Source: an optimization exercise on an open RTL-to-GDS flow (aim: small area). Production flows keep margins and buffers that such runs may drop.
The RTL was checked by simulation tests, not by an equivalence proof against the original design.
Power figures rest on the tool's default switching activity, not on a simulated workload.

[config.mk]
export PLATFORM = sky130hd
export DESIGN_NAME = ibex_rvfi_tracer
export DESIGN_NICKNAME = ibex_rvfi_tracer
export VERILOG_FILES = /design/flow/design.v
export SDC_FILE = /design/flow/constraint.sdc
export NUM_CORES = 4
export LEC_CHECK = 0
export CAP_MARGIN = 20
export CORE_MARGIN = 2
export CORE_UTILIZATION = 50
export SLEW_MARGIN = 20
[constraint.sdc]
create_clock -name core_clock -period 5.0 [get_ports {clk_i}]
set_input_delay 1.0000 -clock core_clock [delete_from_list [all_inputs] [get_ports {clk_i}]]
set_output_delay 1.0000 -clock core_clock [all_outputs]
set_load 0.01 [all_outputs]
[design.v]
package ibex_pkg;
  typedef struct packed {
    logic [63:0] cycle;
    logic [31:0] hart;
    logic [63:0] order;
    logic [31:0] pc;
    logic [31:0] next_pc;
    logic [31:0] insn;
    logic [1:0]  mode;
    logic        trap;
    logic        halt;
    logic        intr;
    logic        compressed;
    logic [4:0]  rd_addr;
    logic [31:0] rd_wdata;
    logic [31:0] mem_addr;
    logic [3:0]  mem_rmask;
    logic [3:0]  mem_wmask;
    logic [31:0] mem_data;
  } trace_rec_t;
  localparam int unsigned TraceRecW = 371;   
  typedef struct packed {
    logic [63:0] cycle;
    logic [63:0] order;
    logic [31:0] pc;
    logic [31:0] next_pc;
    logic [31:0] insn;
    logic [1:0]  mode;
    logic        trap;
    logic        halt;
    logic        intr;
    logic [4:0]  rd_addr;
    logic [31:0] rd_wdata;
    logic [31:0] mem_addr;
    logic [3:0]  mem_rmask;
    logic [3:0]  mem_wmask;
    logic [31:0] mem_data;
  } slot_rec_t;
  localparam int unsigned SlotRecW = 338;   
  typedef enum logic [1:0] {
    MEM_NONE  = 2'd0,
    MEM_READ  = 2'd1,
    MEM_WRITE = 2'd2
  } mem_kind_e;
  function automatic logic [1:0] mem_kind_of(input logic [3:0] rmask,
                                             input logic [3:0] wmask);
    if (wmask != 4'b0000) begin
      mem_kind_of = 2'd2;   
    end else if (rmask != 4'b0000) begin
      mem_kind_of = 2'd1;    
    end else begin
      mem_kind_of = 2'd0;    
    end
  endfunction
  function automatic logic is_compressed(input logic [31:0] insn);
    is_compressed = insn[1:0] != 2'b11;
  endfunction
  function automatic logic is_succ(input logic [63:0] a, input logic [63:0] b);
    logic [63:0] t;
    t = a ^ b;
    is_succ = ((t ^ {t[62:0] & b[62:0], 1'b1}) == 64'd0);
  endfunction
endpackage
module ibex_trace_fifo #(
  parameter int unsigned Width = 32,
  parameter int unsigned Depth = 4
) (
  input  logic                   clk_i,
  input  logic                   rst_ni,
  input  logic                   push_i,
  input  logic [Width-1:0]       wdata_i,
  output logic                   full_o,
  input  logic                   pop_i,
  output logic                   empty_o,
  output logic [Depth-1:0]       head_sel_o,
  output logic [Depth*Width-1:0] slots_o
);
  localparam int unsigned AddrW = $clog2(Depth);
  localparam int unsigned PtrW  = AddrW + 1;
  logic [PtrW-1:0]  wr_ptr_q, rd_ptr_q;
  logic [AddrW-1:0] wr_idx, rd_idx;
  logic             push_acc, pop_acc;
  logic [Width-1:0] mem_q [Depth];
  assign wr_idx  = wr_ptr_q[AddrW-1:0];
  assign rd_idx  = rd_ptr_q[AddrW-1:0];
  assign empty_o = (wr_ptr_q == rd_ptr_q);
  assign full_o  = (wr_ptr_q[AddrW] != rd_ptr_q[AddrW]) && (wr_idx == rd_idx);
  assign pop_acc  = pop_i & ~empty_o;
  assign push_acc = push_i & (~full_o | pop_acc);
  always_ff @(posedge clk_i or negedge rst_ni) begin
    if (!rst_ni) begin
      wr_ptr_q <= '0;
      rd_ptr_q <= '0;
    end else begin
      wr_ptr_q <= wr_ptr_q + PtrW'(push_acc);
      rd_ptr_q <= rd_ptr_q + PtrW'(pop_acc);
    end
  end
  for (genvar gi = 0; gi < Depth; gi++) begin : g_slot
    always_ff @(posedge clk_i) begin
      if (push_acc && (wr_idx == AddrW'(gi))) begin
        mem_q[gi] <= wdata_i;
      end
    end
    assign head_sel_o[gi]            = ~empty_o & (rd_idx == AddrW'(gi));
    assign slots_o[gi*Width +: Width] = mem_q[gi];
  end
endmodule
module ibex_rvfi_tracer #(
  parameter int unsigned Depth    = 4,
  parameter int unsigned DropCntW = 16
) (
  input  logic                clk_i,
  input  logic                rst_ni,
  input  logic [31:0]         hart_id_i,
  input  logic                rvfi_valid,
  input  logic [63:0]         rvfi_order,
  input  logic [31:0]         rvfi_insn,
  input  logic                rvfi_trap,
  input  logic                rvfi_halt,
  input  logic                rvfi_intr,
  input  logic [1:0]          rvfi_mode,
  input  logic [31:0]         rvfi_pc_rdata,
  input  logic [31:0]         rvfi_pc_wdata,
  input  logic [4:0]          rvfi_rd_addr,
  input  logic [31:0]         rvfi_rd_wdata,
  input  logic [31:0]         rvfi_mem_addr,
  input  logic [3:0]          rvfi_mem_rmask,
  input  logic [3:0]          rvfi_mem_wmask,
  input  logic [31:0]         rvfi_mem_rdata,
  input  logic [31:0]         rvfi_mem_wdata,
  output logic                trace_valid_o,
  input  logic                trace_ready_i,
  output logic [ibex_pkg::TraceRecW-1:0] trace_rec_o,
  output logic                order_err_o,
  output logic                overflow_o,
  output logic [DropCntW-1:0] drop_cnt_o,
  output logic [63:0]         retired_cnt_o
  );
  localparam int unsigned SlotW = ibex_pkg::SlotRecW;
  ibex_pkg::slot_rec_t   slot_d;
  ibex_pkg::trace_rec_t  rec_out;
  logic [Depth-1:0]       head_sel;
  logic [Depth*SlotW-1:0] slots;
  logic                   fifo_full, fifo_empty;
  logic                   pop, drop;
  logic                   wr_kind;
  logic [3:0]             wbyte, rbyte;
  logic [63:0]         cycle_q;
  logic [63:0]         retired_q;
  logic [DropCntW-1:0] drop_cnt_q;
  logic                overflow_q;
  logic                order_first_q;
  logic [63:0]         order_last_q;
  logic                order_err_q;
  assign wr_kind = rvfi_mem_wmask != 4'b0000;
  assign wbyte   = rvfi_mem_wmask & {4{wr_kind}};
  assign rbyte   = rvfi_mem_rmask & {4{~wr_kind}};
  always_comb begin
    slot_d           = '0;
    slot_d.cycle     = cycle_q;
    slot_d.order     = rvfi_order;
    slot_d.pc        = rvfi_pc_rdata;
    slot_d.next_pc   = rvfi_pc_wdata;
    slot_d.insn      = rvfi_insn;
    slot_d.mode      = rvfi_mode;
    slot_d.trap      = rvfi_trap;
    slot_d.halt      = rvfi_halt;
    slot_d.intr      = rvfi_intr;
    slot_d.rd_addr   = rvfi_rd_addr;
    slot_d.rd_wdata  = rvfi_rd_wdata;
    slot_d.mem_addr  = rvfi_mem_addr;
    slot_d.mem_rmask = rvfi_mem_rmask;
    slot_d.mem_wmask = rvfi_mem_wmask;
    for (int b = 0; b < 4; b++) begin
      slot_d.mem_data[b*8 +: 8] = (rvfi_mem_wdata[b*8 +: 8] & {8{wbyte[b]}}) |
                                  (rvfi_mem_rdata[b*8 +: 8] & {8{rbyte[b]}});
    end
  end
  assign trace_valid_o = ~fifo_empty;
  assign pop           = trace_valid_o & trace_ready_i;
  assign drop          = rvfi_valid & fifo_full & ~pop;
  ibex_trace_fifo #(
    .Width (SlotW),
    .Depth (Depth)
  ) u_fifo (
    .clk_i      (clk_i),
    .rst_ni     (rst_ni),
    .push_i     (rvfi_valid),
    .wdata_i    (slot_d),
    .full_o     (fifo_full),
    .pop_i      (pop),
    .empty_o    (fifo_empty),
    .head_sel_o (head_sel),
    .slots_o    (slots)
  );
  logic [ibex_pkg::TraceRecW-1:0] masked [Depth];
  for (genvar gi = 0; gi < Depth; gi++) begin : g_head
    ibex_pkg::slot_rec_t s;
    logic hs, hs_rd, hs_mem;
    assign s      = slots[gi*SlotW +: SlotW];
    assign hs     = head_sel[gi];
    assign hs_rd  = hs & (s.rd_addr != 5'd0);
    assign hs_mem = hs & ((s.mem_rmask != 4'b0000) | (s.mem_wmask != 4'b0000));
    assign masked[gi] = {s.cycle     & {64{hs}},
                         32'd0,
                         s.order     & {64{hs}},
                         s.pc        & {32{hs}},
                         s.next_pc   & {32{hs}},
                         s.insn      & {32{hs}},
                         s.mode      & {2{hs}},
                         s.trap      & hs,
                         s.halt      & hs,
                         s.intr      & hs,
                         1'b0,
                         s.rd_addr   & {5{hs}},
                         s.rd_wdata  & {32{hs_rd}},
                         s.mem_addr  & {32{hs_mem}},
                         s.mem_rmask & {4{hs}},
                         s.mem_wmask & {4{hs}},
                         s.mem_data  & {32{hs}}};
  end
  always_comb begin
    rec_out = '0;
    for (int i = 0; i < Depth; i++) begin
      rec_out = rec_out | masked[i];
    end
    rec_out.hart       = hart_id_i & {32{trace_valid_o}};
    rec_out.compressed = trace_valid_o & ibex_pkg::is_compressed(rec_out.insn);
  end
  assign trace_rec_o = rec_out;
  logic [63:0]         cycle_inc, retired_inc;
  logic [DropCntW-1:0] drop_cnt_inc;
  logic                drop_inc;
  assign drop_inc = drop & (drop_cnt_q != {DropCntW{1'b1}});
  ibex_blk_inc #(.W(64)) u_cycle_inc (
    .a_i (cycle_q),   .cin_i (1'b1),       .y_o (cycle_inc)
  );
  ibex_blk_inc #(.W(64)) u_retired_inc (
    .a_i (retired_q), .cin_i (rvfi_valid), .y_o (retired_inc)
  );
  ibex_blk_inc #(.W(DropCntW)) u_drop_inc (
    .a_i (drop_cnt_q), .cin_i (drop_inc),  .y_o (drop_cnt_inc)
  );
  always_ff @(posedge clk_i or negedge rst_ni) begin
    if (!rst_ni) begin
      cycle_q    <= '0;
      retired_q  <= '0;
      drop_cnt_q <= '0;
      overflow_q <= 1'b0;
    end else begin
      cycle_q    <= cycle_inc;
      retired_q  <= retired_inc;
      drop_cnt_q <= drop_cnt_inc;
      if (drop) begin
        overflow_q <= 1'b1;
      end
    end
  end
  always_ff @(posedge clk_i or negedge rst_ni) begin
    if (!rst_ni) begin
      order_first_q <= 1'b1;
      order_err_q   <= 1'b0;
    end else if (rvfi_valid) begin
      order_first_q <= 1'b0;
      if (!order_first_q && !ibex_pkg::is_succ(rvfi_order, order_last_q)) begin
        order_err_q <= 1'b1;
      end
    end
  end
  always_ff @(posedge clk_i) begin
    if (rvfi_valid) begin
      order_last_q <= rvfi_order;
    end
  end
  assign retired_cnt_o = retired_q;
  assign drop_cnt_o    = drop_cnt_q;
  assign overflow_o    = overflow_q;
  assign order_err_o   = order_err_q;
endmodule
module ibex_blk_inc #(
  parameter int unsigned W = 64,
  parameter int unsigned B = 8
) (
  input  logic [W-1:0] a_i,
  input  logic         cin_i,
  output logic [W-1:0] y_o
);
  localparam int unsigned NB = W / B;
  logic [NB:0]   blk_cy;
  logic [NB-1:0] blk_ones;
  assign blk_cy[0] = cin_i;
  for (genvar k = 0; k < NB; k++) begin : g_blk
    logic [B:0] cy;
    assign blk_ones[k] = &a_i[k*B +: B];
    assign blk_cy[k+1] = blk_cy[k] & blk_ones[k];
    assign cy[0]       = blk_cy[k];
    for (genvar i = 0; i < B; i++) begin : g_bit
      assign y_o[k*B+i] = a_i[k*B+i] ^ cy[i];
      assign cy[i+1]    = a_i[k*B+i] & cy[i];
    end
  end
endmodule
[flow/run.sh]
#!/bin/bash
# Standard ORFS layout (the standard.sh, unchanged synthesis) with two
# layout-only changes: ports are buffered with the smallest buffer instead of
# clkdlybuf4s50_1, and CTS builds its tree from clkbuf_8 leaves driving larger
# sink clusters, without dummy balancing loads. The make output goes to
# standard_flow.log; each ORFS step keeps its own log under orfs/logs.
set -euo pipefail
export BUFFER_PORTS_ARGS="-buffer_cell sky130_fd_sc_hd__buf_1"
export CTS_ARGS="-sink_clustering_enable -repair_clock_nets -dont_use_dummy_load -buf_list {sky130_fd_sc_hd__clkbuf_8} -sink_clustering_size 16 -sink_clustering_max_diameter 50"
bash standard.sh finish > standard_flow.log 2>&1
[standard.sh]
#!/bin/bash
# synth_recipe.tcl (not shown) runs the flow's synth.tcl, then flattens the netlist and writes it again
# the make line also repeats each setting of config.mk as NAME=value (left out here)
make -C /OpenROAD-flow-scripts/flow DESIGN_CONFIG=/design/flow/config.mk WORK_HOME=/design/flow/orfs CLKGATE_MAP_FILE= SYNTH_SCRIPT=/design/flow/synth_recipe.tcl "${@:-finish}"
==> report_table.html, run 1 <==
<table>
<tr><th>Metric</th><th>Value</th></tr>
<tr><th colspan="2">Outcome</th></tr>
<tr><td>Status</td><td>no timing/DRC/antenna violations</td></tr>
<tr><th colspan="2">Finish</th></tr>
<tr><td>Layout filler cell count</td><td>9085</td></tr>
<tr><td>Most common cell after layout, fill and taps aside</td><td>edfxtp_1</td></tr>
<tr><td>Net total in the final layout</td><td>between 4000 and 5000</td></tr>
<tr><td>Share of post-route cells with drive strength above 1</td><td>roughly 5.5%</td></tr>
<tr><td>Commonest non-fill, non-tap cells in the layout</td><td>edfxtp_1, buf_1, a22oi_1</td></tr>
<tr><td>Area grow syn2layout</td><td>12.4%</td></tr>
<tr><th colspan="2">Placed design</th></tr>
<tr><td>Routability cong.</td><td>0.863</td></tr>
<tr><td>DP Wirelength</td><td>94.7 mm</td></tr>
<tr><td>Count of buffers from port buffering</td><td>795</td></tr>
<tr><td>Setup slack after placement</td><td>approximately 1200 ps</td></tr>
<tr><th colspan="2">Setup path</th></tr>
<tr><td>Worst r2r src</td><td>cycle_q[0]</td></tr>
<tr><td>FF-to-FF End</td><td>cycle_q[63]</td></tr>
<tr><td>Critical Path Max Stage Delay</td><td>420 ps</td></tr>
<tr><td>Worst path slowest cell</td><td>dfrtp_1</td></tr>
<tr><td>Worst EP arrival</td><td>3630 ps</td></tr>
<tr><td>CP Capture Type</td><td>output port</td></tr>
<tr><td>Slack of the worst reg-to-reg path</td><td>1510 ps</td></tr>
<tr><td>Series of cell instances along the critical path</td><td>xnor2_1 &gt; a311oi_4 &gt; buf_4 &gt; a21boi_4 &gt; buf_4 &gt; a22oi_1 &gt; nand2_1 &gt; buf_1</td></tr>
<tr><td>Reg2Reg Depth</td><td>15</td></tr>
<tr><td>Top cell by count, worst path</td><td>buf_4</td></tr>
<tr><td>Largest fanout on the critical path</td><td>32</td></tr>
<tr><td>Critical Path Start Type</td><td>flop</td></tr>
<tr><td>CP required</td><td>4000 ps</td></tr>
<tr><td>Critical path type</td><td>flop to output port</td></tr>
<tr><th colspan="2">CTS</th></tr>
<tr><td>Post-CTS clock slew at the launch and capture registers of the worst setup and hold paths</td><td>100 ps</td></tr>
<tr><td>H-tree depth</td><td>4</td></tr>
<tr><td>Library cell used as clock root buffer</td><td>clkbuf_8</td></tr>
<tr><td>Maximum count of clock buffers along a single path</td><td>3</td></tr>
<tr><td>Num Clock Sinks</td><td>1569</td></tr>
<tr><td>Hold-fix buffers at CTS</td><td>0</td></tr>
<tr><td>Clock network latency to the later pin of the worst-skew pair</td><td>~850 ps</td></tr>
<tr><td>PostCTS Resize Cnt</td><td>0</td></tr>
<tr><td>Count of buffers added by post-CTS timing repair for setup</td><td>0</td></tr>
<tr><td>Cts bufs inserted</td><td>approximately 140</td></tr>
<tr><td>Clock tree from TritonCTS</td><td>built</td></tr>
<tr><th colspan="2">Floorplan</th></tr>
<tr><td>I/O Pins</td><td>796</td></tr>
<tr><td>Core region area</td><td>115000 µm²</td></tr>
<tr><td>Die Span Y</td><td>345 µm</td></tr>
<tr><td>Total die area</td><td>around 120000 µm²</td></tr>
<tr><td>Starting density of the core</td><td>50.6%</td></tr>
<tr><td>Floorplan row count</td><td>124</td></tr>
<tr><td>Width of the die</td><td>345 µm</td></tr>
<tr><th colspan="2">Yosys</th></tr>
<tr><td>Total of warnings raised by yosys</td><td>4</td></tr>
<tr><td>Share of the synthesized netlist area taken by xor and xnor gates</td><td>less than 1%</td></tr>
<tr><td>Total nets after synthesis</td><td>about 3800</td></tr>
<tr><td>Share of cell area taken by muxes after synthesis</td><td>0%</td></tr>
<tr><td>Post-synthesis instance area</td><td>a little under 60000 µm²</td></tr>
<tr><td>Number of library cell types mapped by synthesis</td><td>37</td></tr>
<tr><td>Main combinational cell family by area after synthesis</td><td>compound AO/OA/AOI/OAI gates</td></tr>
<tr><td>Post-synthesis async set-or-reset flop share</td><td>under 10%</td></tr>
<tr><td>Number of enable flip-flop cells after synthesis</td><td>1416</td></tr>
<tr><td>Average size of a mapped cell</td><td>about 18 µm²</td></tr>
<tr><td>Commonest register cell after synthesis</td><td>edfxtp_1</td></tr>
<tr><td>Gate count of the mapped netlist</td><td>approximately 3300</td></tr>
<tr><td>Sequential area share after synthesis</td><td>79.9%</td></tr>
<tr><td>Flops &amp; latches, synth</td><td>1569</td></tr>
<tr><td>Post-Synth Adder-Cell Area</td><td>4.14%</td></tr>
<tr><td>Simple-Gate Fraction of Synth Area</td><td>3.62%</td></tr>
<tr><td>Area fraction in compound gates after synthesis</td><td>roughly a tenth</td></tr>
<tr><th colspan="2">Power and ir drop</th></tr>
<tr><td>Highest ir drop seen on vdd</td><td>556 µV</td></tr>
<tr><td>Total Power</td><td>37300 µW</td></tr>
<tr><td>Leak</td><td>roughly 0.023 µW</td></tr>
<tr><td>Power Density</td><td>571 nW/µm²</td></tr>
<tr><th colspan="2">Drt</th></tr>
<tr><td>Count of TritonRoute iterations in the first routing pass</td><td>7</td></tr>
<tr><td>Number of vias in the routed layout</td><td>approximately 33000</td></tr>
<tr><td>Antenna violation net count after detailed routing</td><td>0</td></tr>
<tr><td>Detailed-route DRC error count</td><td>0</td></tr>
<tr><td>Wirelength per Cell</td><td>26.0 µm</td></tr>
<tr><td>Vias per std cell</td><td>~6</td></tr>
<tr><td>Count of routing violations after the opening detailed-route iteration</td><td>roughly 2700</td></tr>
<tr><td>Total length of routed wires</td><td>between 100 and 150 mm</td></tr>
<tr><th colspan="2">Hold path</th></tr>
<tr><td>Class of the tightest hold or removal check</td><td>input pin to asynchronous set/reset pin</td></tr>
<tr><th colspan="2">Global route</th></tr>
<tr><td>Vias in the first global route</td><td>32300</td></tr>
<tr><td>Wire length of the first global-routing pass</td><td>212 mm</td></tr>
<tr><td>Initial antenna violation count</td><td>23</td></tr>
<tr><td>GRT overflow</td><td>0</td></tr>
<tr><td>Pin count of the biggest net entering global routing</td><td>about 110</td></tr>
<tr><td>Tot GR Track Use</td><td>about a quarter</td></tr>
<tr><th colspan="2">STA</th></tr>
<tr><td>Final setup violation count</td><td>0</td></tr>
<tr><td>Slew Limit Fails</td><td>0</td></tr>
<tr><td>Worst path setup slack after routing</td><td>368 ps</td></tr>
<tr><td>Transition time at the pin with the least slew margin</td><td>1050 ps</td></tr>
<tr><td>Upper clock frequency limit</td><td>between 200 and 250 MHz</td></tr>
<tr><td>Setup repair after global routing missed its margin</td><td>no</td></tr>
<tr><td>Final-report hold violation count</td><td>0</td></tr>
<tr><td>Worst max-slew margin expressed relative to the limit</td><td>between 30% and 40%</td></tr>
<tr><td>Final clock period utilization by the worst path</td><td>92.6%</td></tr>
<tr><td>Final clock skew</td><td>92.6 ps</td></tr>
<tr><td>Tmin final</td><td>4630 ps</td></tr>
<tr><th colspan="2">Flow run</th></tr>
<tr><td>Number of violations of the max-capacitance limit</td><td>0</td></tr>
</table>
sequential cells by signal (all words and copies together) (netlist names), 3 cells and up:
signal,flops
u_fifo.mem_q,1352
cycle_q,64
order_last_q,64
retired_q,64
drop_cnt_q,16
u_fifo.rd_ptr_q,3
u_fifo.wr_ptr_q,3
layer usage:
layer | global-route usage (%) | share of wire (%) | up-vias
met3 | 6.04 | 8.5 | 218
met1 | 32.9 | 40 | 16900
met2 | 38.9 | 49 | 1229
met4 | 7.14 | 2.4 | 24
met5 | 0 | 0.11 | -
li1 | - | - | 14600
synthesized netlist by cell type, drive strengths merged, types with 4 or more instances:
master | number | area [µm²]
nor4 | 21 | 131
nor3 | 6 | 30.0
a221oi | 5 | 43.8
edfxtp | 1416 | 42500
and2 | 39 | 244
o21a | 4 | 30.0
buf | 81 | 377
a21boi | 5 | 45.0
or4 | 4 | 30.0
a22o | 32 | 280
nand2 | 348 | 1310
clkbuf | 77 | 289
dfrtp | 152 | 3800
ha | 192 | 2400
o2bb2ai | 8 | 70.1
xnor2 | 24 | 210
nor2 | 20 | 75.1
inv | 72 | 270
a211oi | 4 | 30.0
o22ai | 6 | 37.5
nand4 | 37 | 231
xor2 | 36 | 315
a22oi | 677 | 5080
kinds of logic after synthesis:
kind of cell / count (synthesis)
buf+inv: 230
compound gates: 752
simple gates: 484
xor+xnor: 60
flops: 1569
fa+ha+maj: 192
worst max path at each step:
stage / start / endpoint / slack, ps / cells past startpoint
floorplan: trace_ready_i / u_fifo.mem_q[1][0] / -1790 / 4
global placement: trace_ready_i / drop_cnt_q[15] / 1170 / 12
detailed placement: u_fifo.rd_ptr_q[2] / trace_rec_o[73] / 1170 / 8
CTS: u_fifo.rd_ptr_q[2] / trace_rec_o[73] / 280 / 8
global route: u_fifo.rd_ptr_q[2] / trace_rec_o[63] / 140 / 8
finish: u_fifo.rd_ptr_q[2] / trace_rec_o[67] / 370 / 8
critical path, delay by kind of cell, from the launching register on:
kind | cells | cell delay [ps]
buf+inv | 3 | 1170
compound gates | 3 | 790
flops | 1 | 420
xor+xnor | 1 | 330
simple gates | 1 | 110
where the power goes:
group          switching [µW]  internal [µW]  total (µW)
Combinational            9770           3660       13400
Clock                    3880           2530        6410
Sequential                556          16900       17400
area by class of cell:
class / instances / area [µm²] / area share [%]
Multi-Input combinational cell: 1488 / 10900 / 16.7
Tap cell: 1512 / 1890 / 2.90
Inverter: 72 / 270 / 0.414
Sequential cell: 1569 / 46400 / 71.0
Clock buffer: 142 / 1950 / 3.00
Timing Repair Buffer: 863 / 3860 / 5.92
Antenna cell: 15 / 37.5 / 0.0575
metrics by stage:
step	cells	hold WS (ps)	instance area [µm²]	util [%]	setup TNS [ps]
finish	5661	112	65200	56.9	0
global route	5654	64.8	65200	56.9	0
CTS	5645	14.6	65200	56.8	0
detailed placement	5503	456	63200	55.1	0
global placement	5503	454	63200	55.1	0
floorplan	3287	431	58100	-	-1735070
==> inputs of run 2 (changes only) <==
--- a/config.mk
+++ b/config.mk
@@ -7,5 +7,5 @@
 export LEC_CHECK = 0
 export CAP_MARGIN = 20
 export CORE_MARGIN = 2
-export CORE_UTILIZATION = 50
+export CORE_UTILIZATION = 65
 export SLEW_MARGIN = 20
==> report_table.html, run 2 <==
<table>
<tr><th>Metric</th><th>Value</th></tr>
<tr><th colspan="2">Drt</th></tr>
<tr><td>Antenna violation net count after detailed routing</td><td>0 (unchanged)</td></tr>
<tr><td>Count of routing violations after the opening detailed-route iteration</td><td>3735 (+37%)</td></tr>
<tr><td>Detailed-route DRC error count</td><td>0 (unchanged)</td></tr>
<tr><td>Number of vias in the routed layout</td><td>33500 (+1.7%)</td></tr>
<tr><td>Total length of routed wires</td><td>144 mm (-2.3%)</td></tr>
<tr><td>Vias per std cell</td><td>6.31 (+8.3%)</td></tr>
<tr><td>Count of TritonRoute iterations in the first routing pass</td><td>5 (-2)</td></tr>
<tr><td>Wirelength per Cell</td><td>27.0 µm (+4.0%)</td></tr>
<tr><th colspan="2">Outcome</th></tr>
<tr><td>Status</td><td>no timing/DRC/antenna violations</td></tr>
<tr><th colspan="2">Finish</th></tr>
<tr><td>Most common cell after layout, fill and taps aside</td><td>edfxtp_1</td></tr>
<tr><td>Net total in the final layout</td><td>4661 (-0.19%)</td></tr>
<tr><td>Share of post-route cells with drive strength above 1</td><td>5.36% (-0.16 points)</td></tr>
<tr><td>Register with the most flip-flops</td><td>u_fifo.mem_q</td></tr>
<tr><td>Area grow syn2layout</td><td>11.5%</td></tr>
<tr><td>Commonest non-fill, non-tap cells in the layout</td><td>edfxtp_1, buf_1, a22oi_1</td></tr>
<tr><td>Finished Cell Area</td><td>64700 µm² (-0.79%)</td></tr>
<tr><td>Final cell count without fillers</td><td>5317 (-6.1%)</td></tr>
<tr><td>Flip-flop count of the largest register after layout</td><td>1352 (unchanged)</td></tr>
<tr><th colspan="2">STA</th></tr>
<tr><td>Tmin final</td><td>4790 ps (+156 ps)</td></tr>
<tr><td>Final clock skew</td><td>50.0 ps (-42.6 ps)</td></tr>
<tr><td>Transition time at the pin with the least slew margin</td><td>989 ps (-57.7 ps)</td></tr>
<tr><td>Worst max-slew margin expressed relative to the limit</td><td>34.0% (+3.8 points)</td></tr>
<tr><td>Final clock period utilization by the worst path</td><td>95.8% (+3.1 points)</td></tr>
<tr><td>Final setup violation count</td><td>0 (unchanged)</td></tr>
<tr><td>Final-report hold violation count</td><td>0 (unchanged)</td></tr>
<tr><td>Setup repair after global routing missed its margin</td><td>no</td></tr>
<tr><td>Slew Limit Fails</td><td>0 (unchanged)</td></tr>
<tr><td>Upper clock frequency limit</td><td>209 MHz (-3.3%)</td></tr>
<tr><td>Worst path setup slack after routing</td><td>212 ps (-156 ps)</td></tr>
<tr><th colspan="2">Hold path</th></tr>
<tr><td>Class of the tightest hold or removal check</td><td>input pin to asynchronous set/reset pin</td></tr>
<tr><th colspan="2">Yosys</th></tr>
<tr><td>Flops &amp; latches, synth</td><td>1569 (unchanged)</td></tr>
<tr><td>Most common library cells after synthesis</td><td>edfxtp_1, a22oi_1, nand2_1</td></tr>
<tr><td>Sequential area share after synthesis</td><td>79.9% (unchanged)</td></tr>
<tr><td>Commonest register cell after synthesis</td><td>edfxtp_1</td></tr>
<tr><td>Cell type with the highest aggregate area in the netlist</td><td>edfxtp_1</td></tr>
<tr><td>Most numerous cell in the Yosys netlist</td><td>edfxtp_1</td></tr>
<tr><td>Total nets after synthesis</td><td>3821 (unchanged)</td></tr>
<tr><td>Number of library cell types mapped by synthesis</td><td>37 (unchanged)</td></tr>
<tr><td>Average size of a mapped cell</td><td>17.7 µm² (unchanged)</td></tr>
<tr><td>Post-synthesis instance area</td><td>58000 µm² (unchanged)</td></tr>
<tr><td>Number of enable flip-flop cells after synthesis</td><td>1416 (unchanged)</td></tr>
<tr><td>Total of warnings raised by yosys</td><td>4 (unchanged)</td></tr>
<tr><td>Post-synthesis async set-or-reset flop share</td><td>9.75% (unchanged)</td></tr>
<tr><td>Fraction of synthesized cell area taken by the top area cell type</td><td>73.3% (unchanged)</td></tr>
<tr><td>Gate count of the mapped netlist</td><td>3287 (unchanged)</td></tr>
<tr><td>Dominant cells by area after synthesis</td><td>edfxtp_1, a22oi_1, dfrtp_1, ha_1, nand2_1</td></tr>
<tr><th colspan="2">Power and ir drop</th></tr>
<tr><td>Power Density</td><td>570 nW/µm² (-0.18%)</td></tr>
<tr><td>Leak</td><td>0.0234 µW (-0.28%)</td></tr>
<tr><td>Total Power</td><td>36900 µW (-0.97%)</td></tr>
<tr><td>Highest ir drop seen on vdd</td><td>656 µV (+18%)</td></tr>
<tr><th colspan="2">Placed design</th></tr>
<tr><td>Cell area reported after detailed placement</td><td>62800 µm² (-0.71%)</td></tr>
<tr><td>Setup slack after placement</td><td>922 ps (-249 ps)</td></tr>
<tr><td>Count of buffers from port buffering</td><td>795 (unchanged)</td></tr>
<tr><td>DP Wirelength</td><td>94.2 mm (-0.54%)</td></tr>
<tr><td>Cell total after placement</td><td>5153 (-6.4%)</td></tr>
<tr><td>Routability cong.</td><td>0.929 (+7.6%)</td></tr>
<tr><th colspan="2">Floorplan</th></tr>
<tr><td>Floorplan row count</td><td>109 (-12%)</td></tr>
<tr><td>Core region area</td><td>88400 µm² (-23%)</td></tr>
<tr><td>Width of the die</td><td>303 µm (-12%)</td></tr>
<tr><td>Die Span Y</td><td>303 µm (-12%)</td></tr>
<tr><td>I/O Pins</td><td>796 (unchanged)</td></tr>
<tr><td>Starting density of the core</td><td>65.7% (+15 points)</td></tr>
<tr><td>Total die area</td><td>91700 µm² (-23%)</td></tr>
<tr><th colspan="2">Setup path</th></tr>
<tr><td>Critical Path Max Stage Delay</td><td>740 ps (+320 ps)</td></tr>
<tr><td>Slack of the worst reg-to-reg path</td><td>1370 ps (-140 ps)</td></tr>
<tr><td>Worst setup path start</td><td>u_fifo.wr_ptr_q[1]</td></tr>
<tr><td>Reg2Reg Depth</td><td>15 (unchanged)</td></tr>
<tr><td>Worst EP arrival</td><td>3790 ps (+160 ps)</td></tr>
<tr><td>Largest fanout on the critical path</td><td>50 (+56%)</td></tr>
<tr><td>CP required</td><td>4000 ps (about the same)</td></tr>
<tr><td>Critical path buffer and inverter count</td><td>3 (unchanged)</td></tr>
<tr><td>Largest delay contributor family on the critical path</td><td>compound AO/OA/AOI/OAI gates</td></tr>
<tr><td>CP Capture Type</td><td>output port</td></tr>
<tr><td>FF-to-FF End</td><td>cycle_q[63]</td></tr>
<tr><td>Series of cell instances along the critical path</td><td>inv_1 &gt; o311a_4 &gt; a21boi_2 &gt; buf_12 &gt; a22oi_1 &gt; nand2_1 &gt; buf_1</td></tr>
<tr><td>Worst r2r src</td><td>cycle_q[0]</td></tr>
<tr><td>Critical path type</td><td>flop to output port</td></tr>
<tr><td>Worst path slowest cell</td><td>a21boi_2</td></tr>
<tr><td>Critical Path Start Type</td><td>flop</td></tr>
<tr><th colspan="2">CTS</th></tr>
<tr><td>Clock tree from TritonCTS</td><td>built</td></tr>
<tr><td>Clock network latency to the later pin of the worst-skew pair</td><td>820 ps (-30 ps)</td></tr>
<tr><td>Maximum count of clock buffers along a single path</td><td>3 (unchanged)</td></tr>
<tr><td>Library cell used as clock root buffer</td><td>clkbuf_8</td></tr>
<tr><td>H-tree depth</td><td>4 (unchanged)</td></tr>
<tr><td>Post-CTS clock slew at the launch and capture registers of the worst setup and hold paths</td><td>80 ps (-20 ps)</td></tr>
<tr><td>Hold-fix buffers at CTS</td><td>0 (unchanged)</td></tr>
<tr><td>Num Clock Sinks</td><td>1569 (unchanged)</td></tr>
<tr><td>Cts bufs inserted</td><td>137 (-3.5%)</td></tr>
<tr><th colspan="2">Global route</th></tr>
<tr><td>Wire length of the first global-routing pass</td><td>207 mm (-2.2%)</td></tr>
<tr><td>Vias in the first global route</td><td>33000 (+2.2%)</td></tr>
<tr><td>Tot GR Track Use</td><td>31.0% (+6.8 points)</td></tr>
<tr><td>Pin count of the biggest net entering global routing</td><td>127 (+13%)</td></tr>
<tr><td>Initial antenna violation count</td><td>31 (+35%)</td></tr>
<tr><td>GRT overflow</td><td>0 (unchanged)</td></tr>
<tr><th colspan="2">Flow run</th></tr>
<tr><td>Number of violations of the max-capacitance limit</td><td>0 (unchanged)</td></tr>
</table>
==> run 2: cell counts after synthesis <==
Identical to the previous run, type by type.
==> run 2: power by group <==
group          internal (µW)  switching, µW
Sequential             16900            593
Clock                   2450           3720
Combinational           3610           9660
Total                  22900          14000
==> run 2: final cells by class <==
class                           count  area (µm²)
Inverter                           72         270
Sequential cell                  1569       46400
Tap cell                         1165        1460
Clock buffer                      137        1890
Timing Repair Buffer              859        3850
Fill cell                        5520       23700
Antenna cell                       27        67.6
Multi-Input combinational cell   1488       10800
==> run 2: worst max path at each step <==
| stage | end | slack, ps | depth (start not counted) |
|---|---|---|---|
| after detailed placement | trace_rec_o[90] | 920 | 7 |
| after floorplan | u_fifo.mem_q[1][0] | -1790 | 4 |
| final | trace_rec_o[45] | 210 | 7 |
| after global placement | trace_rec_o[90] | 1030 | 7 |
| after CTS | trace_rec_o[90] | 40 | 7 |
| after global routing | trace_rec_o[45] | 0.8 | 7 |
==> run 2: repair_timing <==
item | CTS | global route
buffers inserted | 0 | 0
setup endpoints to repair | 0 | 17
gates resized for setup | 0 | 1
==> run 2: routing by layer <==
| metal | routed length [µm] | GRT usage [%] | up-vias |
|---|---|---|---|
| met5 | 140 | 0 | - |
| met4 | 5590 | 13.1 | 18 |
| met3 | 12900 | 6.87 | 275 |
| met2 | 71600 | 50.3 | 1529 |
| met1 | 53300 | 41.3 | 17100 |
| li1 | - | - | 14700 |
==> run 2: logic make-up after synthesis <==
logic type	synth area share, %
buf+inv	1.61
flops	79.9
compound gates	9.85
simple gates	3.62
fa+ha+maj	4.14
xor+xnor	0.906
==> run 2: per-stage QoR <==
stage | TNS [ps] | hold slack (ps) | util, %
2_1_floorplan | -1735070 | 431 | -
3_3_place_gp | 0 | 447 | 71.0
3_5_place_dp | 0 | 445 | 71.0
4_1_cts | 0 | 286 | 73.2
5_1_grt | 0 | 362 | 73.2
6_report | 0 | 328 | 73.2
==> run 2: worst register-to-register path, stage by stage (launching register included) <==
cell	delay [ps]
dfrtp_1	440
ha_1	210
nand4_1	170
nor4_1	470
buf_4	220
nand4_1	150
nor3_1	460
and2_1	220
ha_1	150
ha_1	140
ha_1	140
ha_1	140
ha_1	140
ha_1	160
ha_1	170
xor2_1	150
==> inputs of run 3 (changes only) <==
--- a/design.v
+++ b/design.v
@@ -55,11 +55,6 @@
   function automatic logic is_compressed(input logic [31:0] insn);
     is_compressed = insn[1:0] != 2'b11;
   endfunction
-  function automatic logic is_succ(input logic [63:0] a, input logic [63:0] b);
-    logic [63:0] t;
-    t = a ^ b;
-    is_succ = ((t ^ {t[62:0] & b[62:0], 1'b1}) == 64'd0);
-  endfunction
 endpackage
 module ibex_trace_fifo #(
   parameter int unsigned Width = 32,
@@ -151,7 +146,7 @@
   logic [DropCntW-1:0] drop_cnt_q;
   logic                overflow_q;
   logic                order_first_q;
-  logic [63:0]         order_last_q;
+  logic [63:0]         order_exp_q, order_next;
   logic                order_err_q;
   assign wr_kind = rvfi_mem_wmask != 4'b0000;
   assign wbyte   = rvfi_mem_wmask & {4{wr_kind}};
@@ -239,6 +234,9 @@
   ibex_blk_inc #(.W(64)) u_retired_inc (
     .a_i (retired_q), .cin_i (rvfi_valid), .y_o (retired_inc)
   );
+  ibex_blk_inc #(.W(64)) u_order_inc (
+    .a_i (rvfi_order), .cin_i (1'b1),       .y_o (order_next)
+  );
   ibex_blk_inc #(.W(DropCntW)) u_drop_inc (
     .a_i (drop_cnt_q), .cin_i (drop_inc),  .y_o (drop_cnt_inc)
   );
@@ -263,14 +261,14 @@
       order_err_q   <= 1'b0;
     end else if (rvfi_valid) begin
       order_first_q <= 1'b0;
-      if (!order_first_q && !ibex_pkg::is_succ(rvfi_order, order_last_q)) begin
+      if (!order_first_q && (rvfi_order != order_exp_q)) begin
         order_err_q <= 1'b1;
       end
     end
   end
   always_ff @(posedge clk_i) begin
     if (rvfi_valid) begin
-      order_last_q <= rvfi_order;
+      order_exp_q <= order_next;
     end
   end
   assign retired_cnt_o = retired_q;
--- a/config.mk
+++ b/config.mk
@@ -7,5 +7,5 @@
 export LEC_CHECK = 0
 export CAP_MARGIN = 20
 export CORE_MARGIN = 2
-export CORE_UTILIZATION = 65
+export CORE_UTILIZATION = 85
 export SLEW_MARGIN = 20
==> report_table.html, run 3 <==
<table>
<tr><th>Metric</th><th>Value</th></tr>
<tr><th colspan="2">Outcome</th></tr>
<tr><td>Status</td><td>stopped before the end</td></tr>
<tr><td>Stage at which the run stopped</td><td>global routing</td></tr>
<tr><td>First Error</td><td>[ERROR GRT-0232] Routing congestion too high. Check the congestion heatmap in the GUI.</td></tr>
<tr><th colspan="2">CTS</th></tr>
<tr><td>Hold-fix buffers at CTS</td><td>0 (unchanged)</td></tr>
<tr><td>Num Clock Sinks</td><td>1569 (unchanged)</td></tr>
<tr><td>Cts bufs inserted</td><td>130 (-5.1%)</td></tr>
<tr><td>Library cell used as clock root buffer</td><td>clkbuf_8</td></tr>
<tr><td>H-tree depth</td><td>4 (unchanged)</td></tr>
<tr><td>Maximum count of clock buffers along a single path</td><td>3 (unchanged)</td></tr>
<tr><td>Count of buffers added by post-CTS timing repair for setup</td><td>0 (unchanged)</td></tr>
<tr><td>PostCTS Resize Cnt</td><td>0 (unchanged)</td></tr>
<tr><th colspan="2">Floorplan</th></tr>
<tr><td>I/O Pins</td><td>796 (unchanged)</td></tr>
<tr><td>Floorplan row count</td><td>95 (-13%)</td></tr>
<tr><td>Die Span Y</td><td>265 µm (-12%)</td></tr>
<tr><td>Width of the die</td><td>265 µm (-12%)</td></tr>
<tr><td>Starting density of the core</td><td>86.1% (+20 points)</td></tr>
<tr><th colspan="2">STA</th></tr>
<tr><td>Crit. endpoint post-GRT repair</td><td>trace_rec_o[109]</td></tr>
<tr><td>Worst_ep kind</td><td>top-level output</td></tr>
<tr><th colspan="2">Placed design</th></tr>
<tr><td>Cell area reported after detailed placement</td><td>62300 µm² (-0.79%)</td></tr>
<tr><td>Setup slack after placement</td><td>434 ps (-488 ps)</td></tr>
<tr><td>DP Wirelength</td><td>104 mm (+10%)</td></tr>
<tr><td>Routability cong.</td><td>0.910 (-2.1%)</td></tr>
<tr><td>Count of buffers from port buffering</td><td>795 (unchanged)</td></tr>
<tr><th colspan="2">Yosys</th></tr>
<tr><td>Total nets after synthesis</td><td>3773 (-1.3%)</td></tr>
<tr><td>Fraction of synthesized cell area taken by the top area cell type</td><td>73.4% (+0.11 points)</td></tr>
<tr><td>Most numerous cell in the Yosys netlist</td><td>edfxtp_1</td></tr>
<tr><td>Dominant cells by area after synthesis</td><td>edfxtp_1, a22oi_1, dfrtp_1, ha_1, nand2_1</td></tr>
<tr><td>Number of enable flip-flop cells after synthesis</td><td>1416 (unchanged)</td></tr>
<tr><td>Flops &amp; latches, synth</td><td>1569 (unchanged)</td></tr>
<tr><td>Average size of a mapped cell</td><td>17.8 µm² (+1.1%)</td></tr>
<tr><td>Most common library cells after synthesis</td><td>edfxtp_1, a22oi_1, nand2_1</td></tr>
<tr><td>Cell type with the highest aggregate area in the netlist</td><td>edfxtp_1</td></tr>
<tr><td>Post-synthesis async set-or-reset flop share</td><td>9.75% (unchanged)</td></tr>
<tr><td>Sequential area share after synthesis</td><td>80.0% (+0.12 points)</td></tr>
<tr><td>Number of library cell types mapped by synthesis</td><td>33 (-11%)</td></tr>
<tr><td>Gate count of the mapped netlist</td><td>3247 (-1.2%)</td></tr>
<tr><td>Post-synthesis instance area</td><td>57900 µm² (-0.15%)</td></tr>
<tr><td>Commonest register cell after synthesis</td><td>edfxtp_1</td></tr>
<tr><td>Total of warnings raised by yosys</td><td>4 (unchanged)</td></tr>
<tr><th colspan="2">Global route</th></tr>
<tr><td>GRT overflow</td><td>19</td></tr>
<tr><td>Tot GR Track Use</td><td>between 70 and 80%</td></tr>
<tr><td>Initial antenna violation count</td><td>69</td></tr>
<tr><td>Pin count of the biggest net entering global routing</td><td>153</td></tr>
</table>
run 3: cell count changes after synthesis, moves of 4 or more:
cell,change
xnor2_1,+41
buf_2,+6
a211oi_1,-4
ha_1,-8
xor2_1,-5
clkbuf_1,-7
a221oi_1,-5
o2bb2ai_1,-8
nor4_1,-4
o22ai_1,-6
inv_1,-60
nand4_1,+26
run 3: cells by family after synthesis:
family	after synthesis	share of synthesized area, %
and+or+nand+nor	505	3.86
xor gates and xnor gates	96	1.45
DFF	1569	80.0
buffers and inverters	170	1.24
AOI/OAI and AO/OA	723	9.48
adders and majority gates	184	3.97
run 3: power groups by stage:
| stage | clock [µW] | sequential, µW | combinational (µW) |
|---|---|---|---|
| after floorplan | 0 | 18000 | 7240 |
| after global placement | 0 | 17600 | 12700 |
| after detailed placement | 0 | 17900 | 13300 |
| after CTS | 6180 | 17700 | 13800 |
run 3: metal layers:
layer	GRT overflow	track usage (%)
met4	10	80.1
met2	7	94.2
met3	2	65.0
met1	0	78.6
met5	0	26.6
run 3: worst min path at each step:
| stage | from | end | slack, ps | cells after the start |
|---|---|---|---|---|
| after floorplan | order_first_q | order_first_q | 430 | 2 |
| after global placement | order_first_q | order_first_q | 450 | 2 |
| after detailed placement | order_first_q | order_first_q | 450 | 2 |
| after CTS | rst_ni | retired_q[16] | 370 | 1 |
run 3: stage by stage:
stage,power [µW],instances,util (%)
global placement,30400,4822,92.6
detailed placement,31100,4822,92.6
floorplan,25300,3247,-
CTS,37700,4952,95.2
==> inputs of run 4 (changes only) <==
--- a/config.mk
+++ b/config.mk
@@ -7,5 +7,5 @@
 export LEC_CHECK = 0
 export CAP_MARGIN = 20
 export CORE_MARGIN = 2
-export CORE_UTILIZATION = 85
+export CORE_UTILIZATION = 80
 export SLEW_MARGIN = 20
==> report_table.html, run 4 <==
<table>
<tr><th>Metric</th><th>Value</th></tr>
<tr><th colspan="2">Setup path</th></tr>
<tr><td>CP required</td><td>roughly 4000 ps</td></tr>
<tr><td>Slack of the worst reg-to-reg path</td><td>1110 ps</td></tr>
<tr><td>Series of cell instances along the critical path</td><td>xnor2_1 &gt; a311oi_4 &gt; buf_12 &gt; buf_4 &gt; a22oi_1 &gt; nand2_1 &gt; buf_1</td></tr>
<tr><td>Critical Path Max Stage Delay</td><td>between 900 and 1000 ps</td></tr>
<tr><td>Largest fanout on the critical path</td><td>60</td></tr>
<tr><td>Critical Path Start Type</td><td>flop</td></tr>
<tr><td>CP Capture Type</td><td>output port</td></tr>
<tr><td>Worst path slowest cell</td><td>a311oi_4</td></tr>
<tr><td>Reg2Reg Depth</td><td>15</td></tr>
<tr><td>Worst EP arrival</td><td>around 3900 ps</td></tr>
<tr><td>Worst setup path start</td><td>u_fifo.wr_ptr_q[2]</td></tr>
<tr><td>Critical path type</td><td>flop to output port</td></tr>
<tr><td>Largest delay contributor family on the critical path</td><td>compound AO/OA/AOI/OAI gates</td></tr>
<tr><td>Worst r2r src</td><td>cycle_q[0]</td></tr>
<tr><td>FF-to-FF End</td><td>cycle_q[63]</td></tr>
<tr><td>Critical path buffer and inverter count</td><td>3</td></tr>
<tr><th colspan="2">Global route</th></tr>
<tr><td>Wire length of the first global-routing pass</td><td>223 mm</td></tr>
<tr><td>Tot GR Track Use</td><td>41.3%</td></tr>
<tr><td>GRT overflow</td><td>0</td></tr>
<tr><td>Initial antenna violation count</td><td>48</td></tr>
<tr><td>Pin count of the biggest net entering global routing</td><td>120</td></tr>
<tr><td>Vias in the first global route</td><td>35300</td></tr>
<tr><th colspan="2">Yosys</th></tr>
<tr><td>Flops &amp; latches, synth</td><td>1569 (unchanged)</td></tr>
<tr><td>Fraction of synthesized cell area taken by the top area cell type</td><td>73.4% (unchanged)</td></tr>
<tr><td>Number of library cell types mapped by synthesis</td><td>33 (unchanged)</td></tr>
<tr><td>Dominant cells by area after synthesis</td><td>edfxtp_1, a22oi_1, dfrtp_1, ha_1, nand2_1</td></tr>
<tr><td>Cell type with the highest aggregate area in the netlist</td><td>edfxtp_1</td></tr>
<tr><td>Most numerous cell in the Yosys netlist</td><td>edfxtp_1</td></tr>
<tr><td>Sequential area share after synthesis</td><td>80.0% (unchanged)</td></tr>
<tr><td>Post-synthesis instance area</td><td>57900 µm² (unchanged)</td></tr>
<tr><td>Commonest register cell after synthesis</td><td>edfxtp_1</td></tr>
<tr><td>Total nets after synthesis</td><td>3773 (unchanged)</td></tr>
<tr><td>Post-synthesis async set-or-reset flop share</td><td>9.75% (unchanged)</td></tr>
<tr><td>Average size of a mapped cell</td><td>17.8 µm² (unchanged)</td></tr>
<tr><td>Total of warnings raised by yosys</td><td>4 (unchanged)</td></tr>
<tr><td>Most common library cells after synthesis</td><td>edfxtp_1, a22oi_1, nand2_1</td></tr>
<tr><td>Number of enable flip-flop cells after synthesis</td><td>1416 (unchanged)</td></tr>
<tr><td>Gate count of the mapped netlist</td><td>3247 (unchanged)</td></tr>
<tr><th colspan="2">Drt</th></tr>
<tr><td>Total length of routed wires</td><td>around 160 mm</td></tr>
<tr><td>Count of routing violations after the opening detailed-route iteration</td><td>5916</td></tr>
<tr><td>Vias per std cell</td><td>7.08</td></tr>
<tr><td>Antenna violation net count after detailed routing</td><td>0</td></tr>
<tr><td>Count of TritonRoute iterations in the first routing pass</td><td>10</td></tr>
<tr><td>Number of vias in the routed layout</td><td>~36000</td></tr>
<tr><td>Detailed-route DRC error count</td><td>0</td></tr>
<tr><td>Wirelength per Cell</td><td>31.2 µm</td></tr>
<tr><th colspan="2">Power and ir drop</th></tr>
<tr><td>Leak</td><td>roughly 0.023 µW</td></tr>
<tr><td>Highest ir drop seen on vdd</td><td>523 µV</td></tr>
<tr><td>Power Density</td><td>581 nW/µm²</td></tr>
<tr><th colspan="2">Flow run</th></tr>
<tr><td>Number of violations of the max-capacitance limit</td><td>0</td></tr>
<tr><th colspan="2">CTS</th></tr>
<tr><td>Clock tree from TritonCTS</td><td>built</td></tr>
<tr><td>Num Clock Sinks</td><td>1569 (unchanged)</td></tr>
<tr><td>Cts bufs inserted</td><td>119 (-8.5%)</td></tr>
<tr><td>Clock network latency to the later pin of the worst-skew pair</td><td>770 ps</td></tr>
<tr><td>Hold-fix buffers at CTS</td><td>0 (unchanged)</td></tr>
<tr><td>Library cell used as clock root buffer</td><td>clkbuf_8</td></tr>
<tr><td>Post-CTS clock slew at the launch and capture registers of the worst setup and hold paths</td><td>roughly 90 ps</td></tr>
<tr><td>Maximum count of clock buffers along a single path</td><td>3 (unchanged)</td></tr>
<tr><td>H-tree depth</td><td>3 (-1)</td></tr>
<tr><th colspan="2">Floorplan</th></tr>
<tr><td>Total die area</td><td>~75000 µm²</td></tr>
<tr><td>Die Span Y</td><td>273 µm (+3.0%)</td></tr>
<tr><td>I/O Pins</td><td>796 (unchanged)</td></tr>
<tr><td>Starting density of the core</td><td>80.9% (-5.2 points)</td></tr>
<tr><td>Core region area</td><td>slightly above 70000 µm²</td></tr>
<tr><td>Width of the die</td><td>273 µm (+3.0%)</td></tr>
<tr><td>Floorplan row count</td><td>98 (+3.2%)</td></tr>
<tr><th colspan="2">Hold path</th></tr>
<tr><td>Class of the tightest hold or removal check</td><td>input pin to asynchronous set/reset pin</td></tr>
<tr><th colspan="2">STA</th></tr>
<tr><td>Final clock period utilization by the worst path</td><td>97.7%</td></tr>
<tr><td>Transition time at the pin with the least slew margin</td><td>1440 ps</td></tr>
<tr><td>Tmin final</td><td>approximately 5000 ps</td></tr>
<tr><td>Upper clock frequency limit</td><td>205 MHz</td></tr>
<tr><td>Final-report hold violation count</td><td>0</td></tr>
<tr><td>Slew Limit Fails</td><td>0</td></tr>
<tr><td>Worst max-slew margin expressed relative to the limit</td><td>2.95%</td></tr>
<tr><td>Worst hold-check slack</td><td>364 ps</td></tr>
<tr><td>Final setup violation count</td><td>0</td></tr>
<tr><td>Final clock skew</td><td>slightly above 50 ps</td></tr>
<tr><th colspan="2">Finish</th></tr>
<tr><td>Share of post-route cells with drive strength above 1</td><td>under 10%</td></tr>
<tr><td>Most common cell after layout, fill and taps aside</td><td>edfxtp_1</td></tr>
<tr><td>Area grow syn2layout</td><td>11.1%</td></tr>
<tr><td>Area taken by flip-flops and latches</td><td>46400 µm²</td></tr>
<tr><td>Net total in the final layout</td><td>4613</td></tr>
<tr><td>Register with the most flip-flops</td><td>u_fifo.mem_q</td></tr>
<tr><td>Commonest non-fill, non-tap cells in the layout</td><td>edfxtp_1, buf_1, a22oi_1</td></tr>
<tr><td>Flip-flop count of the largest register after layout</td><td>1352</td></tr>
<tr><td>Total area of multi-input combinational cells</td><td>between 10000 and 15000 µm²</td></tr>
<tr><td>Layout filler cell count</td><td>around 2600</td></tr>
<tr><td>Core utilization of the finished layout</td><td>89.9%</td></tr>
<tr><th colspan="2">Placed design</th></tr>
<tr><td>DP Wirelength</td><td>102 mm (-2.0%)</td></tr>
<tr><td>Routability cong.</td><td>0.917 (+0.87%)</td></tr>
<tr><td>Count of buffers from port buffering</td><td>795 (unchanged)</td></tr>
<tr><th colspan="2">Outcome</th></tr>
<tr><td>Status</td><td>no timing/DRC/antenna violations</td></tr>
</table>
-- run 4: cell counts after synthesis --
Identical to the previous run, type by type.
-- run 4: report_power, final --
group	switching [µW]	internal, µW
Clock	3700	2120
Sequential	727	16900
Combinational	10300	3640
-- run 4: cells by family after synthesis --
logic type                 count (synthesis)  synth area share [%]
adders and majority gates                184                  3.97
AOI/OAI and AO/OA                        723                  9.48
DFF                                     1569                  80.0
and+or+nand+nor                          505                  3.86
xor gates and xnor gates                  96                  1.45
buffers and inverters                    170                  1.24
-- run 4: how the worst max path moves through the flow --
| stage | slack [ps] | to | cells after the start |
|---|---|---|---|
| 2_1_floorplan | -1790 | u_fifo.mem_q[1][0] | 4 |
| 3_3_place_gp | 980 | order_exp_q[63] | 16 |
| 3_5_place_dp | 860 | order_exp_q[63] | 16 |
| 4_1_cts | 130 | trace_rec_o[310] | 8 |
| 5_1_grt | -20 | trace_rec_o[155] | 7 |
| 6_report | 120 | trace_rec_o[163] | 7 |
-- run 4: repair_timing --
action                     4_1_cts  5_1_grt
setup buffers                    0        0
setup endpoints to repair        0        3
gates resized for setup          0        1
-- run 4: metrics by stage --
step / total power, µW / TNS (ps) / instances / instance area, µm² / setup WS, ps
2_1_floorplan: 25300 / -1735770 / 3247 / 58000 / -1790
3_3_place_gp: 30600 / 0 / 4916 / 62600 / 980
3_5_place_dp: 31100 / 0 / 4916 / 62600 / 857
4_1_cts: 36800 / 0 / 5035 / 64200 / 133
5_1_grt: 38500 / -46.3 / 5073 / 64300 / -19.2
6_report: 37400 / 0 / 5092 / 64300 / 116
-- run 4: area by class of cell --
type | instances | share of cell area [%]
flip-flops and latches | 1569 | 72.0
multi-input cells | 1508 | 17.1
repair buffers | 877 | 6.23
clock buffers | 119 | 2.55
well taps | 950 | 1.85
diodes | 57 | 0.222
inverters | 12 | 0.0700
-- run 4: metal layers --
metal / vias up / track usage [%] / wire, µm
li1: 14600 / - / -
met1: 17600 / 52.6 / 49400
met2: 3129 / 65.7 / 77200
met3: 674 / 11.4 / 21300
met4: 14 / 23.0 / 11200
met5: - / 0 / 97
==> inputs of run 5 (changes only) <==
--- a/config.mk
+++ b/config.mk
@@ -7,5 +7,5 @@
 export LEC_CHECK = 0
 export CAP_MARGIN = 20
 export CORE_MARGIN = 2
-export CORE_UTILIZATION = 80
+export CORE_UTILIZATION = 75
 export SLEW_MARGIN = 20
==> report_table.html, run 5 <==
<table>
<tr><th>Metric</th><th>Value</th></tr>
<tr><th colspan="2">Finish</th></tr>
<tr><td>Share of post-route cells with drive strength above 1</td><td>4.85% (-0.54 points)</td></tr>
<tr><td>Commonest non-fill, non-tap cells in the layout</td><td>edfxtp_1, buf_1, a22oi_1</td></tr>
<tr><td>Area grow syn2layout</td><td>10.8%</td></tr>
<tr><td>Net total in the final layout</td><td>4590 (-0.50%)</td></tr>
<tr><td>Register with the most flip-flops</td><td>u_fifo.mem_q</td></tr>
<tr><td>Flip-flop count of the largest register after layout</td><td>1352 (unchanged)</td></tr>
<tr><td>Most common cell after layout, fill and taps aside</td><td>edfxtp_1</td></tr>
<tr><td>Layout filler cell count</td><td>3593 (+39%)</td></tr>
<tr><th colspan="2">Yosys</th></tr>
<tr><td>Most common library cells after synthesis</td><td>edfxtp_1, a22oi_1, nand2_1</td></tr>
<tr><td>Total of warnings raised by yosys</td><td>4 (unchanged)</td></tr>
<tr><td>Post-Synth Adder-Cell Area</td><td>3.97% (unchanged)</td></tr>
<tr><td>Number of library cell types mapped by synthesis</td><td>33 (unchanged)</td></tr>
<tr><td>Simple-Gate Fraction of Synth Area</td><td>3.86% (unchanged)</td></tr>
<tr><td>Gate count of the mapped netlist</td><td>3247 (unchanged)</td></tr>
<tr><td>Fraction of synthesized cell area taken by the top area cell type</td><td>73.4% (unchanged)</td></tr>
<tr><td>Sequential area share after synthesis</td><td>80.0% (unchanged)</td></tr>
<tr><td>Post-synthesis instance area</td><td>57900 µm² (unchanged)</td></tr>
<tr><td>Area fraction in compound gates after synthesis</td><td>9.48% (unchanged)</td></tr>
<tr><td>Post-synthesis async set-or-reset flop share</td><td>9.75% (unchanged)</td></tr>
<tr><td>Commonest register cell after synthesis</td><td>edfxtp_1</td></tr>
<tr><td>Total nets after synthesis</td><td>3773 (unchanged)</td></tr>
<tr><td>Average size of a mapped cell</td><td>17.8 µm² (unchanged)</td></tr>
<tr><td>Cell type with the highest aggregate area in the netlist</td><td>edfxtp_1</td></tr>
<tr><td>Flops &amp; latches, synth</td><td>1569 (unchanged)</td></tr>
<tr><td>Dominant cells by area after synthesis</td><td>edfxtp_1, a22oi_1, dfrtp_1, ha_1, nand2_1</td></tr>
<tr><td>Most numerous cell in the Yosys netlist</td><td>edfxtp_1</td></tr>
<tr><td>Main combinational cell family by area after synthesis</td><td>compound AO/OA/AOI/OAI gates</td></tr>
<tr><td>Share of cell area taken by muxes after synthesis</td><td>0% (unchanged)</td></tr>
<tr><td>Number of enable flip-flop cells after synthesis</td><td>1416 (unchanged)</td></tr>
<tr><td>Share of the synthesized netlist area taken by xor and xnor gates</td><td>1.45% (unchanged)</td></tr>
<tr><th colspan="2">STA</th></tr>
<tr><td>Final clock period utilization by the worst path</td><td>96.1% (-1.6 points)</td></tr>
<tr><td>Setup total negative slack</td><td>0 ps (unchanged)</td></tr>
<tr><td>Setup repair after global routing missed its margin</td><td>no</td></tr>
<tr><td>Slew Limit Fails</td><td>0 (unchanged)</td></tr>
<tr><td>Worst max-slew margin expressed relative to the limit</td><td>22.4% (+19 points)</td></tr>
<tr><td>Worst hold-check slack</td><td>183 ps (-181 ps)</td></tr>
<tr><td>Final setup violation count</td><td>0 (unchanged)</td></tr>
<tr><td>Tmin final</td><td>4800 ps (-79.9 ps)</td></tr>
<tr><td>Transition time at the pin with the least slew margin</td><td>1160 ps (-278 ps)</td></tr>
<tr><td>Upper clock frequency limit</td><td>208 MHz (+1.7%)</td></tr>
<tr><td>Final-report hold violation count</td><td>0 (unchanged)</td></tr>
<tr><td>Final clock skew</td><td>38.6 ps (-12.1 ps)</td></tr>
<tr><th colspan="2">CTS</th></tr>
<tr><td>Post-CTS clock slew at the launch and capture registers of the worst setup and hold paths</td><td>90 ps (about the same)</td></tr>
<tr><td>Clock network latency to the later pin of the worst-skew pair</td><td>750 ps (-20 ps)</td></tr>
<tr><td>Cts bufs inserted</td><td>121 (+1.7%)</td></tr>
<tr><td>Library cell used as clock root buffer</td><td>clkbuf_8</td></tr>
<tr><td>Clock tree from TritonCTS</td><td>built</td></tr>
<tr><td>Maximum count of clock buffers along a single path</td><td>3 (unchanged)</td></tr>
<tr><td>Num Clock Sinks</td><td>1569 (unchanged)</td></tr>
<tr><td>Hold-fix buffers at CTS</td><td>0 (unchanged)</td></tr>
<tr><td>H-tree depth</td><td>3 (unchanged)</td></tr>
<tr><td>Count of buffers added by post-CTS timing repair for setup</td><td>0 (unchanged)</td></tr>
<tr><td>PostCTS Resize Cnt</td><td>0 (unchanged)</td></tr>
<tr><th colspan="2">Hold path</th></tr>
<tr><td>Class of the tightest hold or removal check</td><td>input pin to asynchronous set/reset pin</td></tr>
<tr><th colspan="2">Setup path</th></tr>
<tr><td>Critical Path Max Stage Delay</td><td>1070 ps (+110 ps)</td></tr>
<tr><td>Largest delay contributor family on the critical path</td><td>compound AO/OA/AOI/OAI gates</td></tr>
<tr><td>CP required</td><td>4000 ps (about the same)</td></tr>
<tr><td>Worst path slowest cell</td><td>a311oi_4</td></tr>
<tr><td>Critical path type</td><td>flop to output port</td></tr>
<tr><td>Worst EP arrival</td><td>3800 ps (-80 ps)</td></tr>
<tr><td>Series of cell instances along the critical path</td><td>xnor2_1 &gt; a311oi_4 &gt; a21boi_2 &gt; buf_4 &gt; a22oi_1 &gt; nand2_1 &gt; buf_1</td></tr>
<tr><td>Critical Path Start Type</td><td>flop</td></tr>
<tr><td>Largest fanout on the critical path</td><td>32 (-47%)</td></tr>
<tr><td>Critical path buffer and inverter count</td><td>2 (-1)</td></tr>
<tr><td>CP Capture Type</td><td>output port</td></tr>
<tr><th colspan="2">Placed design</th></tr>
<tr><td>DP Wirelength</td><td>94.6 mm (-7.2%)</td></tr>
<tr><td>Count of buffers from port buffering</td><td>795 (unchanged)</td></tr>
<tr><td>Routability cong.</td><td>0.868 (-5.4%)</td></tr>
<tr><th colspan="2">Floorplan</th></tr>
<tr><td>I/O Pins</td><td>796 (unchanged)</td></tr>
<tr><td>Floorplan row count</td><td>101 (+3.1%)</td></tr>
<tr><td>Starting density of the core</td><td>76.0% (-4.9 points)</td></tr>
<tr><td>Width of the die</td><td>282 µm (+3.2%)</td></tr>
<tr><td>Total die area</td><td>79500 µm² (+6.6%)</td></tr>
<tr><td>Die Span Y</td><td>282 µm (+3.2%)</td></tr>
<tr><td>Core region area</td><td>76200 µm² (+6.4%)</td></tr>
<tr><th colspan="2">Global route</th></tr>
<tr><td>Met1 Usage GRT</td><td>45.3% (-7.3 points)</td></tr>
<tr><td>Global-route layer with the greatest usage</td><td>met2</td></tr>
<tr><td>Initial antenna violation count</td><td>38 (-21%)</td></tr>
<tr><td>Tot GR Track Use</td><td>36.0% (-5.4 points)</td></tr>
<tr><td>Wire length of the first global-routing pass</td><td>208 mm (-6.7%)</td></tr>
<tr><td>Vias in the first global route</td><td>33900 (-3.8%)</td></tr>
<tr><td>Routing usage on met3</td><td>9.60% (-1.9 points)</td></tr>
<tr><td>GR Util met2</td><td>57.6% (-8.1 points)</td></tr>
<tr><td>GRT overflow</td><td>0 (unchanged)</td></tr>
<tr><td>Pin count of the biggest net entering global routing</td><td>131 (+9.2%)</td></tr>
<tr><th colspan="2">Drt</th></tr>
<tr><td>Vias per std cell</td><td>6.63 (-6.4%)</td></tr>
<tr><td>Count of routing violations after the opening detailed-route iteration</td><td>3764 (-36%)</td></tr>
<tr><td>Count of TritonRoute iterations in the first routing pass</td><td>6 (-4)</td></tr>
<tr><td>Wirelength per Cell</td><td>28.3 µm (-9.3%)</td></tr>
<tr><td>Detailed-route DRC error count</td><td>0 (unchanged)</td></tr>
<tr><td>Antenna violation net count after detailed routing</td><td>0 (unchanged)</td></tr>
<tr><td>Number of vias in the routed layout</td><td>34000 (-5.7%)</td></tr>
<tr><td>Total length of routed wires</td><td>145 mm (-8.6%)</td></tr>
<tr><th colspan="2">Power and ir drop</th></tr>
<tr><td>Power Density</td><td>573 nW/µm² (-1.3%)</td></tr>
<tr><td>Highest ir drop seen on vdd</td><td>794 µV (+52%)</td></tr>
<tr><td>Leak</td><td>0.0230 µW (-0.54%)</td></tr>
<tr><th colspan="2">Outcome</th></tr>
<tr><td>Status</td><td>no timing/DRC/antenna violations</td></tr>
<tr><th colspan="2">Flow run</th></tr>
<tr><td>Number of violations of the max-capacitance limit</td><td>0 (unchanged)</td></tr>
</table>
run 5: kinds of logic (layout without fill, tap and decap cells):
| kind of cell | count (synthesis) | after routing |
|---|---|---|
| flops | 1569 | 1569 |
| compound gates | 723 | 723 |
| simple gates | 505 | 505 |
| fa+ha+maj | 184 | 184 |
| buf+inv | 170 | 985 |
| xor+xnor | 96 | 96 |
| other cells | 0 | 37 |
run 5: through the flow:
stage	total power, µW	area [µm²]	instances	util [%]	worst slack, ps
after floorplan	25300	58000	3247	-	-1790
after global placement	30600	62400	4971	81.9	874
after detailed placement	31000	62400	4971	81.9	883
after CTS	36600	64100	5092	84.1	167
after global routing	38200	64200	5116	84.2	32.7
final	36800	64200	5129	84.2	196
run 5: worst paths after layout:
path | cells after the start | from | slack [ps] | end
hold / removal | 1 | rst_ni | 180 | retired_q[7]
hold reg to reg | 1 | retired_q[63] | 470 | retired_q[63]
setup reg to reg | 15 | cycle_q[0] | 1080 | cycle_q[63]
max in group asynchronous | 2 | rst_ni | 3710 | u_fifo.rd_ptr_q[2]
setup / recovery | 7 | u_fifo.wr_ptr_q[2] | 200 | trace_rec_o[65]
min in group core_clock | 1 | retired_q[63] | 470 | retired_q[63]
run 5: report_power, final:
group,switching (µW),internal [µW]
clock network,3650,2150
registers,636,16900
logic,9950,3540
run 5: per-layer routing:
layer | vias to the layer above | part of all wire [%]
li1 | 14500 | -
met1 | 17000 | 33
met2 | 2065 | 49
met3 | 412 | 12
met4 | 24 | 6.0
met5 | - | 0.11
run 5: worst reg2reg max path, cell delays in order (launching register included):
cell,delay (ps)
dfrtp_1,460
ha_1,230
nand4_1,210
nor4_1,490
buf_4,210
nand4_1,180
nor3_1,550
and2_1,230
ha_1,170
ha_1,150
ha_1,140
ha_1,140
ha_1,160
ha_1,180
ha_1,170
xor2_1,150
run 5: final cells by class:
cell class / instances / area (µm²) / share of cell area (%)
timing repair buffer: 852 / 3770 / 5.87
sequential: 1569 / 46400 / 72.2
multi-input combinational: 1508 / 11000 / 17.1
clock buffer: 121 / 1670 / 2.59
antenna: 37 / 92.6 / 0.144
tap: 1030 / 1290 / 2.01
inverter: 12 / 45.0 / 0.0702

[port drivers added, routing unchanged]
How much do the figures lean on ideal ports? The routed layouts below were timed once more, with nothing changed but the port constraints. Step 1 assumes that a clkbuf_16 drives the clock port and a buf_2 every other input. Step 2 times the ports against the registers' clock, not the clock port: input delays grow and output delays shrink by t, the midpoint of the rising clock arrivals with the driver on. Slacks: ideal ports / drivers / drivers and shift; pairs: ideal ports / drivers.
run | t (ns) | setup WS [ns] | hold WS [ns]
run 1 | 0.869 | 0.368 / 0.294 / 1.153 | 0.112 / 0.062 / 0.467
run 2 | 0.863 | 0.212 / 0.143 / 1.006 | 0.328 / 0.286 / 0.451
run 4 | 0.808 | 0.116 / 0.050 / 0.756 | 0.364 / 0.327 / 0.504
run 5 | 0.792 | 0.196 / 0.131 / 0.876 | 0.183 / 0.144 / 0.469
After both steps setup and hold are still met in every run listed.
